This design comes from an exercise in tuning for small area, a short achievable clock period and few clock cycles per item on the open sky130 flow, not from production work.
Function was checked by simulation only, so behaviour that the tests miss may differ from the original.
Power figures rest on the tool's default switching activity, not on a simulated workload.

## run 1
// vpu_sp_top
module vpu_sp_top (
  input  logic        clk,
  input  logic        rst_n,
  input  logic        line_start,
  input  logic [7:0]  line_y,
  output logic        busy,
  output logic        line_done,
  output logic        param_req_en,
  output logic [3:0]  param_req_addr,
  input  logic [31:0] param_rdata,
  output logic        tile_req_en,
  output logic [15:0] tile_req_addr,
  input  logic [7:0]  tile_rdata,
  output logic        pal_req_en,
  output logic [9:0]  pal_req_addr,
  input  logic [31:0] pal_rdata,
  output logic        lb_rd_en,
  output logic [7:0]  lb_rd_addr,
  output logic        lb_wr_en,
  output logic [7:0]  lb_wr_addr,
  output logic [31:0] lb_wdata,
  input  logic [31:0] lb_rdata
);
Size in the first run: roughly 1300 cells after synthesis, roughly 310 flip-flops.
export LEC_CHECK = 0
export CAP_MARGIN = 20
export CORE_MARGIN = 2
export CORE_UTILIZATION = 40
export CTS_CLUSTER_DIAMETER = 100
export CTS_CLUSTER_SIZE = 25
export SLEW_MARGIN = 20
create_clock -name core_clock -period 11.0 [get_ports {clk}]
standard.sh (not shown) runs the stock make flow with config.mk's settings and CLKGATE_MAP_FILE= SYNTH_SCRIPT=/design/flow/synth_recipe.tcl, a recipe that flattens the netlist after the stock synthesis.
==> flow/flow/run.sh <==
#!/bin/bash
# The standard layout, except that
#  - each port gets the smallest buffer (buf_1) instead of the one
#    buffer_ports picks by default;
#  - Yosys's synth runs without its internal abc pass (-noabc), so that the
#    adder trees written in the RTL reach extract_fa as written; the final
#    ABC mapping of the flow is unchanged.
set -euo pipefail
export BUFFER_PORTS_ARGS="-buffer_cell sky130_fd_sc_hd__buf_1"
export SYNTH_ARGS="-noabc"
bash standard.sh finish > standard_flow.log 2>&1
Run 1: flow completed, timing, DRC and antenna clean
Testbench counts of run 1, summed over its fixed seeds: cycles 50,366, lines 512.
What run 2 does differently from run 1 at the input level:
Settings: changing SLEW_MARGIN from 20 to 60.
==> flow/flow/run.sh <==
#!/bin/bash
# The standard layout, except that each port gets the smallest buffer
# (buf_1) instead of the one buffer_ports picks by default.
set -euo pipefail
export BUFFER_PORTS_ARGS="-buffer_cell sky130_fd_sc_hd__buf_1"
bash standard.sh finish > standard_flow.log 2>&1
Notes after the runs:
Final-stage net count of run 2 exceeds that of run 1 by a few percent.
A type of the worst setup path of input port to flip-flop is what run 2 shows, while flip-flop to flip-flop belongs to run 1.
For run 1, the slowest library cell on the worst path was sky130_fd_sc_hd__dfxtp_1, unlike run 2, where it was sky130_fd_sc_hd__fa_1.
Total chip power essentially unchanged between run 1 and run 2.
Diff run 1 -> run 2: final clock period utilization by the worst path lower, final estimated routing congestion in global placement lost about 2%.
Modified inputs, run 3 compared to run 2
Settings: changing SLEW_MARGIN from 60 to 75.
### Flow results
- Switching part of the total power: higher on run 3
- Re setup slack: run 3 is 0.061 ns up on run 2.
- Clock skew: run 3 higher than run 2
### run 3 -> run 4
Settings: SLEW_MARGIN now 20, was 75.
Notes after the runs:
For buffer share of cell area, run 3 and run 4 come out practically identical. Looking at run 4 and run 3, the CTS clock-pin slew for the worst setup and hold paths is a wash. Via count of the first global-routing pass was lower in the run labelled run 4. On total routed wire length on the met1 layer: between run 4 and run 3, it ends up higher for run 3.

---

vpu_sp_top, a different RTL version from the one above (not shown whole).
Size: ~1300 cells after synthesis, about 300 flip-flops, about 200 I/O pins, about 16000 um^2 of cells after synthesis.
// vpu_sp_top
module vpu_sp_top (
  input  logic        clk,
  input  logic        rst_n,
  input  logic        line_start,
  input  logic [7:0]  line_y,
  output logic        busy,
  output logic        line_done,
  output logic        param_req_en,
  output logic [3:0]  param_req_addr,
  input  logic [31:0] param_rdata,
  output logic        tile_req_en,
  output logic [15:0] tile_req_addr,
  input  logic [7:0]  tile_rdata,
  output logic        pal_req_en,
  output logic [9:0]  pal_req_addr,
  input  logic [31:0] pal_rdata,
  output logic        lb_rd_en,
  output logic [7:0]  lb_rd_addr,
  output logic        lb_wr_en,
  output logic [7:0]  lb_wr_addr,
  output logic [31:0] lb_wdata,
  input  logic [31:0] lb_rdata
);
Settings: LEC_CHECK=0, CAP_MARGIN=20, CORE_MARGIN=2, CORE_UTILIZATION=40, SLEW_MARGIN=20; clock period 11.0 ns.
==> flow/flow/run.sh <==
#!/bin/bash
# The standard layout, except that
#  - each port gets the smallest buffer (buf_1) instead of the one
#    buffer_ports picks by default;
#  - Yosys's synth runs without its internal abc pass (-noabc), so that the
#    adder trees written in the RTL reach extract_fa as written; the final
#    ABC mapping of the flow is unchanged.
set -euo pipefail
export BUFFER_PORTS_ARGS="-buffer_cell sky130_fd_sc_hd__buf_1"
export SYNTH_ARGS="-noabc"
bash standard.sh finish > standard_flow.log 2>&1
Testbench counts at the start, summed over its fixed seeds: cycles 50,366, lines 512.
Next try:
==> flow/flow/run.sh (replaced) <==
#!/bin/bash
# The standard layout, except that each port gets the smallest buffer
# (buf_1) instead of the one buffer_ports picks by default.
set -euo pipefail
export BUFFER_PORTS_ARGS="-buffer_cell sky130_fd_sc_hd__buf_1"
bash standard.sh finish > standard_flow.log 2>&1
Settings changed: CORE_UTILIZATION 40 to 65.
After rerunning: Routed wire length drops by about 3.5%. Cell count drops by 1.9%. Die area drops by 36%. Area after synthesis climbs by 2.6%. Cell area climbs by about 1%. Synthesized cell count climbs by about 12%. Total power climbs by 1.0%.
Next try:
==> flow/run.sh (new file) <==
#!/bin/bash
# synth_recipe.tcl (not shown) runs the flow's synth.tcl, then flattens the netlist and writes it again
# the make line also repeats each setting of config.mk as NAME=value (left out here)
make -C /OpenROAD-flow-scripts/flow DESIGN_CONFIG=/design/flow/config.mk WORK_HOME=/design/flow/orfs CLKGATE_MAP_FILE= SYNTH_SCRIPT=/design/flow/synth_recipe.tcl finish
Settings changed: CORE_UTILIZATION 65 to 40.
removed: flow/flow/run.sh
removed: flow/standard.sh
=> The new run produced a clean layout; wire length rose by 5.0%; worst hold slack stays flat; final cell count climbs by 11%; sequential cell count does not change; total power is higher by 6.2%; global-route usage drops by 8.9 points; setup slack loses 160 ps.
Next try:
==> flow/flow/run.sh (new file) <==
#!/bin/bash
# The standard layout, except that each port gets the smallest buffer
# (buf_1) instead of the one buffer_ports picks by default.
set -euo pipefail
export BUFFER_PORTS_ARGS="-buffer_cell sky130_fd_sc_hd__buf_1"
bash standard.sh finish > standard_flow.log 2>&1
==> flow/standard.sh (new file) <==
#!/bin/bash
# synth_recipe.tcl (not shown) runs the flow's synth.tcl, then flattens the netlist and writes it again
# the make line also repeats each setting of config.mk as NAME=value (left out here)
make -C /OpenROAD-flow-scripts/flow DESIGN_CONFIG=/design/flow/config.mk WORK_HOME=/design/flow/orfs CLKGATE_MAP_FILE= SYNTH_SCRIPT=/design/flow/synth_recipe.tcl "${@:-finish}"
removed: flow/run.sh
Routed wire length is about the same.
Power drops by about 3%.
Utilization came out lower by 3.1 points.
Synthesized cell count is unchanged.
Count of clock-buffer cells in the layout goes down by 2.
Die area stays the same.
Final area drops by 6.2%.
Cell count is about the same.
Worst setup slack is better by 470 ps.
Global-route usage is lower by 0.16 points.
Via count goes down by about 0.3%.

==> afterwards: timing with drivers on the ports <==
No port has a modelled driver above. Below, the same layouts with a new extraction and two added sets of constraints.
Step 1: set_driving_cell puts a clkbuf_16 on clk and a buf_2 on each other input, an assumption about the parent block.
Step 2, shift: input delay + t, output delay - t, t = (earliest + latest rising clock arrival at the registers) / 2. This alone moves slack from input paths to output paths.
a / b / c = ideal ports / drivers / drivers and shift; a / b = the first two.
| run | shift t [ns] | setup WS [ns] | latest minus earliest clock arrival (ns) | slew at the worst register clock pin (ns) | worst data-port slew with drivers (ns) |
|---|---|---|---|---|---|
| run 1 | 0.578 | 7.153 / 7.153 / 6.838 | 0.030 / 0.030 | 0.10 / 0.10 | 0.08 |
| run 2 | 0.560 | 7.388 / 7.416 / 6.856 | 0.029 / 0.030 | 0.10 / 0.10 | 0.09 |
| run 3 | 0.570 | 7.450 / 7.473 / 6.903 | 0.032 / 0.032 | 0.10 / 0.10 | 0.09 |
| run 4 | 0.565 | 7.126 / 7.126 / 6.865 | 0.028 / 0.028 | 0.10 / 0.10 | 0.09 |
| the first run of note 2 | 0.579 | 7.041 / 7.041 / 6.677 | 0.017 / 0.017 | 0.06 / 0.06 | 0.08 |
| the second run of note 2 | 0.610 | 6.927 / 6.927 / 6.668 | 0.017 / 0.016 | 0.06 / 0.06 | 0.07 |
| the third run of note 2 | 0.585 | 6.768 / 6.798 / 6.213 | 0.023 / 0.022 | 0.06 / 0.06 | 0.08 |
| the fourth run of note 2 | 0.591 | 7.235 / 7.235 / 6.679 | 0.016 / 0.016 | 0.06 / 0.06 | 0.08 |
After both steps setup and hold are still met in every run listed. For the fourth run of note 2, which loses most, drivers alone change the setup slack by 0.000 ns; drivers and shift together by -0.556 ns.
